What follows belongs to an exercise in optimizing a design on an open flow for small area and a short achievable clock period; a production flow would make more cautious choices. At most, simulation tests tie the RTL to the original design; equivalence was not proved.

## north
==> module csc_matrix, before the edit <==
module csc_matrix (
	input logic CLOCK_50_I,
	input csc_pkg::pixel_t y_in,
	input csc_pkg::pixel_t u_in,
	input csc_pkg::pixel_t v_in,
	output csc_pkg::pixel_t r,
	output csc_pkg::pixel_t g,
	output csc_pkg::pixel_t b
);
	logic [24:0] ye;
	logic [24:0] t_in, t_r;
	logic [9:0] u3_in, v3_in, u3, v3;
	csc_pkg::pixel_t u, v;
	assign ye = {17'd0, y_in};
	assign t_in = (ye << 16) + (ye << 13) + (ye << 11) + (ye << 9) - (ye << 2);
	assign u3_in = {2'd0, u_in} + {1'd0, u_in, 1'd0};
	assign v3_in = {2'd0, v_in} + {1'd0, v_in, 1'd0};
	always_ff @(posedge CLOCK_50_I) begin
		t_r <= t_in;
		u <= u_in;
		v <= v_in;
		u3 <= u3_in;
		v3 <= v3_in;
	end
	localparam int NR = 6;
	localparam int NG = 8;
	localparam int NB = 6;
	localparam logic [15:0] KL_R = 16'd5824;
	localparam logic [15:0] KL_G = 16'd45033;
	localparam logic [15:0] KL_B = 16'd4800;
	localparam logic signed [11:0] KH_R = -12'sd223;
	localparam logic signed [11:0] KH_G = -12'sd269;
	localparam logic signed [11:0] KH_B = -12'sd277;
	logic [26:0] rr [NR];
	logic [26:0] gr [NG];
	logic [26:0] br [NB];
	logic [9:0] nu3, nv3;
	csc_pkg::pixel_t nu, nv;
	assign nu3 = ~u3;
	assign nv3 = ~v3;
	assign nu = ~u;
	assign nv = ~v;
	assign rr[0] = {2'd0, t_r};
	assign rr[1] = {2'd0, v3, 15'd0};
	assign rr[2] = {6'd0, v3, 11'd0};
	assign rr[3] = {12'd0, v, 7'd0};
	assign rr[4] = {15'd0, v, 4'd0};
	assign rr[5] = {17'd0, v3};
	assign gr[0] = {2'd0, t_r};
	assign gr[1] = {4'd0, nu3, 13'd0};
	assign gr[2] = {9'd0, nu, 10'd0};
	assign gr[3] = {14'd0, nu3, 3'd0};
	assign gr[4] = {3'd0, nv3, 14'd0};
	assign gr[5] = {7'd0, nv, 12'd0};
	assign gr[6] = {14'd0, nv, 5'd0};
	assign gr[7] = {19'd0, nv};
	assign br[0] = {2'd0, t_r};
	assign br[1] = {2'd0, u, 17'd0};
	assign br[2] = {9'd0, u, 10'd0};
	assign br[3] = {12'd0, u, 7'd0};
	assign br[4] = {14'd0, u3, 3'd0};
	assign br[5] = {17'd0, u3};
	function automatic logic [53:0] csa(input logic [26:0] a, input logic [26:0] b, input logic [26:0] c);
		logic [26:0] sm, cy;
		sm = a ^ b ^ c;
		cy = (a & b) | (a & c) | (b & c);
		csa = {sm, cy[25:0], 1'b0};
	endfunction
	logic [53:0] r1a, r1b, r2a, r3a, r4a;
	logic [53:0] g1a, g1b, g1c, g2a, g2b, g3a, g4a;
	logic [53:0] b1a, b1b, b2a, b3a, b4a;
	assign r1a = csa(rr[0], rr[1], rr[2]);
	assign r1b = csa(rr[3], rr[4], rr[5]);
	assign r2a = csa(r1a[53:27], r1a[26:0], r1b[53:27]);
	assign r3a = csa(r1b[26:0], {11'd0, KL_R}, r2a[53:27]);
	assign r4a = csa(r2a[26:0], r3a[53:27], r3a[26:0]);
	assign g1a = csa(gr[0], gr[1], gr[2]);
	assign g1b = csa(gr[3], gr[4], gr[5]);
	assign g1c = csa(gr[6], gr[7], {11'd0, KL_G});
	assign g2a = csa(g1a[53:27], g1a[26:0], g1b[53:27]);
	assign g2b = csa(g1b[26:0], g1c[53:27], g1c[26:0]);
	assign g3a = csa(g2a[53:27], g2a[26:0], g2b[53:27]);
	assign g4a = csa(g3a[53:27], g3a[26:0], g2b[26:0]);
	assign b1a = csa(br[0], br[1], br[2]);
	assign b1b = csa(br[3], br[4], br[5]);
	assign b2a = csa(b1a[53:27], b1a[26:0], b1b[53:27]);
	assign b3a = csa(b1b[26:0], {11'd0, KL_B}, b2a[53:27]);
	assign b4a = csa(b2a[26:0], b3a[53:27], b3a[26:0]);
	logic [16:0] rl, gl, bl;
	logic [10:0] rs_r, rc_r, gs_r, gc_r, bs_r, bc_r;
	logic rk_r, gk_r, bk_r;
	assign rl = {1'b0, r4a[42:27]} + {1'b0, r4a[15:0]};
	assign gl = {1'b0, g4a[42:27]} + {1'b0, g4a[15:0]};
	assign bl = {1'b0, b4a[42:27]} + {1'b0, b4a[15:0]};
	always_ff @(posedge CLOCK_50_I) begin
		rs_r <= r4a[53:43];
		rc_r <= r4a[26:16];
		rk_r <= rl[16];
		gs_r <= g4a[53:43];
		gc_r <= g4a[26:16];
		gk_r <= gl[16];
		bs_r <= b4a[53:43];
		bc_r <= b4a[26:16];
		bk_r <= bl[16];
	end
	function automatic csc_pkg::pixel_t sat(input logic signed [11:0] s);
		if (s[11])
			sat = 8'h00;
		else if (s[10:8] != 3'd0)
			sat = 8'hff;
		else
			sat = s[7:0];
	endfunction
	logic [10:0] rh, gh, bh;
	assign rh = rs_r + rc_r + {10'd0, rk_r};
	assign gh = gs_r + gc_r + {10'd0, gk_r};
	assign bh = bs_r + bc_r + {10'd0, bk_r};
	assign r = sat({1'b0, rh} + KH_R);
	assign g = sat({1'b0, gh} + KH_G);
	assign b = sat({1'b0, bh} + KH_B);
endmodule
Settings: LEC_CHECK=0, CAP_MARGIN=20, CORE_MARGIN=2, CORE_UTILIZATION=50, CTS_BUF_LIST=sky130_fd_sc_hd__clkbuf_16, CTS_CLUSTER_DIAMETER=100, CTS_CLUSTER_SIZE=24, SLEW_MARGIN=20; clock period 10.0 ns.
standard.sh (not shown) runs the stock make flow with config.mk's settings and CLKGATE_MAP_FILE= SYNTH_SCRIPT=/design/flow/synth_recipe.tcl, a recipe that flattens the netlist after the stock synthesis.
==> flow/flow/run.sh <==
#!/bin/bash
set -u
export SETUP_SLACK_MARGIN=6.8
export BUFFER_PORTS_ARGS="-buffer_cell sky130_fd_sc_hd__buf_4"
bash standard.sh > standard_flow.log 2>&1
Testbench counts of north, summed over its fixed seeds: frame cycles 1,536,248.
#### Input delta (south over north)
--- a/flow/design.v
+++ b/flow/design.v
@@ -267,14 +267,11 @@
 	end
 	localparam int NR = 6;
 	localparam int NG = 8;
 	localparam int NB = 6;
-	localparam logic [15:0] KL_R = 16'd5824;
-	localparam logic [15:0] KL_G = 16'd45033;
-	localparam logic [15:0] KL_B = 16'd4800;
-	localparam logic signed [11:0] KH_R = -12'sd223;
-	localparam logic signed [11:0] KH_G = -12'sd269;
-	localparam logic signed [11:0] KH_B = -12'sd277;
+	localparam logic [26:0] K_R = 27'(-14608704);
+	localparam logic [26:0] K_G = 27'(-17584151);
+	localparam logic [26:0] K_B = 27'(-18148672);
 	logic [26:0] rr [NR];
 	logic [26:0] gr [NG];
 	logic [26:0] br [NB];
 	logic [9:0] nu3, nv3;
@@ -314,21 +311,21 @@
 	logic [53:0] b1a, b1b, b2a, b3a, b4a;
 	assign r1a = csa(rr[0], rr[1], rr[2]);
 	assign r1b = csa(rr[3], rr[4], rr[5]);
 	assign r2a = csa(r1a[53:27], r1a[26:0], r1b[53:27]);
-	assign r3a = csa(r1b[26:0], {11'd0, KL_R}, r2a[53:27]);
+	assign r3a = csa(r1b[26:0], K_R, r2a[53:27]);
 	assign r4a = csa(r2a[26:0], r3a[53:27], r3a[26:0]);
 	assign g1a = csa(gr[0], gr[1], gr[2]);
 	assign g1b = csa(gr[3], gr[4], gr[5]);
-	assign g1c = csa(gr[6], gr[7], {11'd0, KL_G});
+	assign g1c = csa(gr[6], gr[7], K_G);
 	assign g2a = csa(g1a[53:27], g1a[26:0], g1b[53:27]);
 	assign g2b = csa(g1b[26:0], g1c[53:27], g1c[26:0]);
 	assign g3a = csa(g2a[53:27], g2a[26:0], g2b[53:27]);
 	assign g4a = csa(g3a[53:27], g3a[26:0], g2b[26:0]);
 	assign b1a = csa(br[0], br[1], br[2]);
 	assign b1b = csa(br[3], br[4], br[5]);
 	assign b2a = csa(b1a[53:27], b1a[26:0], b1b[53:27]);
-	assign b3a = csa(b1b[26:0], {11'd0, KL_B}, b2a[53:27]);
+	assign b3a = csa(b1b[26:0], K_B, b2a[53:27]);
 	assign b4a = csa(b2a[26:0], b3a[53:27], b3a[26:0]);
 	logic [16:0] rl, gl, bl;
 	logic [10:0] rs_r, rc_r, gs_r, gc_r, bs_r, bc_r;
 	logic rk_r, gk_r, bk_r;
@@ -345,23 +342,23 @@
 		bs_r <= b4a[53:43];
 		bc_r <= b4a[26:16];
 		bk_r <= bl[16];
 	end
-	function automatic csc_pkg::pixel_t sat(input logic signed [11:0] s);
-		if (s[11])
+	function automatic csc_pkg::pixel_t sat(input logic [10:0] s);
+		if (s[10])
 			sat = 8'h00;
-		else if (s[10:8] != 3'd0)
+		else if (s[9:8] != 2'd0)
 			sat = 8'hff;
 		else
 			sat = s[7:0];
 	endfunction
 	logic [10:0] rh, gh, bh;
 	assign rh = rs_r + rc_r + {10'd0, rk_r};
 	assign gh = gs_r + gc_r + {10'd0, gk_r};
 	assign bh = bs_r + bc_r + {10'd0, bk_r};
-	assign r = sat({1'b0, rh} + KH_R);
-	assign g = sat({1'b0, gh} + KH_G);
-	assign b = sat({1'b0, bh} + KH_B);
+	assign r = sat(rh);
+	assign g = sat(gh);
+	assign b = sat(bh);
 endmodule
 `timescale 1ns/100ps
 module rgb_store (
 	input logic CLOCK_50_I,
==> comparison <==
- Area of the placeable core: north and south compared, higher one is north
- In the metrics for north and south, the one carrying the lower sequential share of layout area is north.
- As far as count of pins on the block boundary goes, north and south are indistinguishable; the numbers are identical.
- Summary — met1 track demand over resource in global routing, south relative to north: higher, by 0.50 points.
- There was hardly any difference in clock latency of the later-clocked register in the worst-skew pair between south and north.
- Critical path depth was higher in the run labelled south.
- Of north and south, the run reporting the lower final clock period utilization by the worst path was north.
For south, only the layout was checked, not whether the RTL still works.

-- afterwards: timing with drivers on the ports --
Ports are ideal in the flow. The routed layouts listed here were re-timed in OpenROAD. Step 1: set_driving_cell puts a clkbuf_16 on CLOCK_50_I and a buf_2 on each other input, an assumption about the parent block. Step 2, shift: input delay + t, output delay - t, t = (earliest + latest rising clock arrival at the registers) / 2. This alone moves slack from input paths to output paths. a / b / c = ideal / step 1 / step 2; a / b = the first two.
| run | shift t [ns] | slack for setup (ns) | hold slack, ns | worst data-port slew with drivers (ns) | pins driven straight from the clock port |
|---|---|---|---|---|---|
| north | 0.625 | 6.723 / 6.707 / 6.723 | 0.384 / 0.384 / 0.384 | 0.03 | 1 |
| south | 0.627 | 6.337 / 6.337 / 6.337 | 0.380 / 0.380 / 0.380 | 0.04 | 1 |
After both steps setup and hold are still met in every run listed.
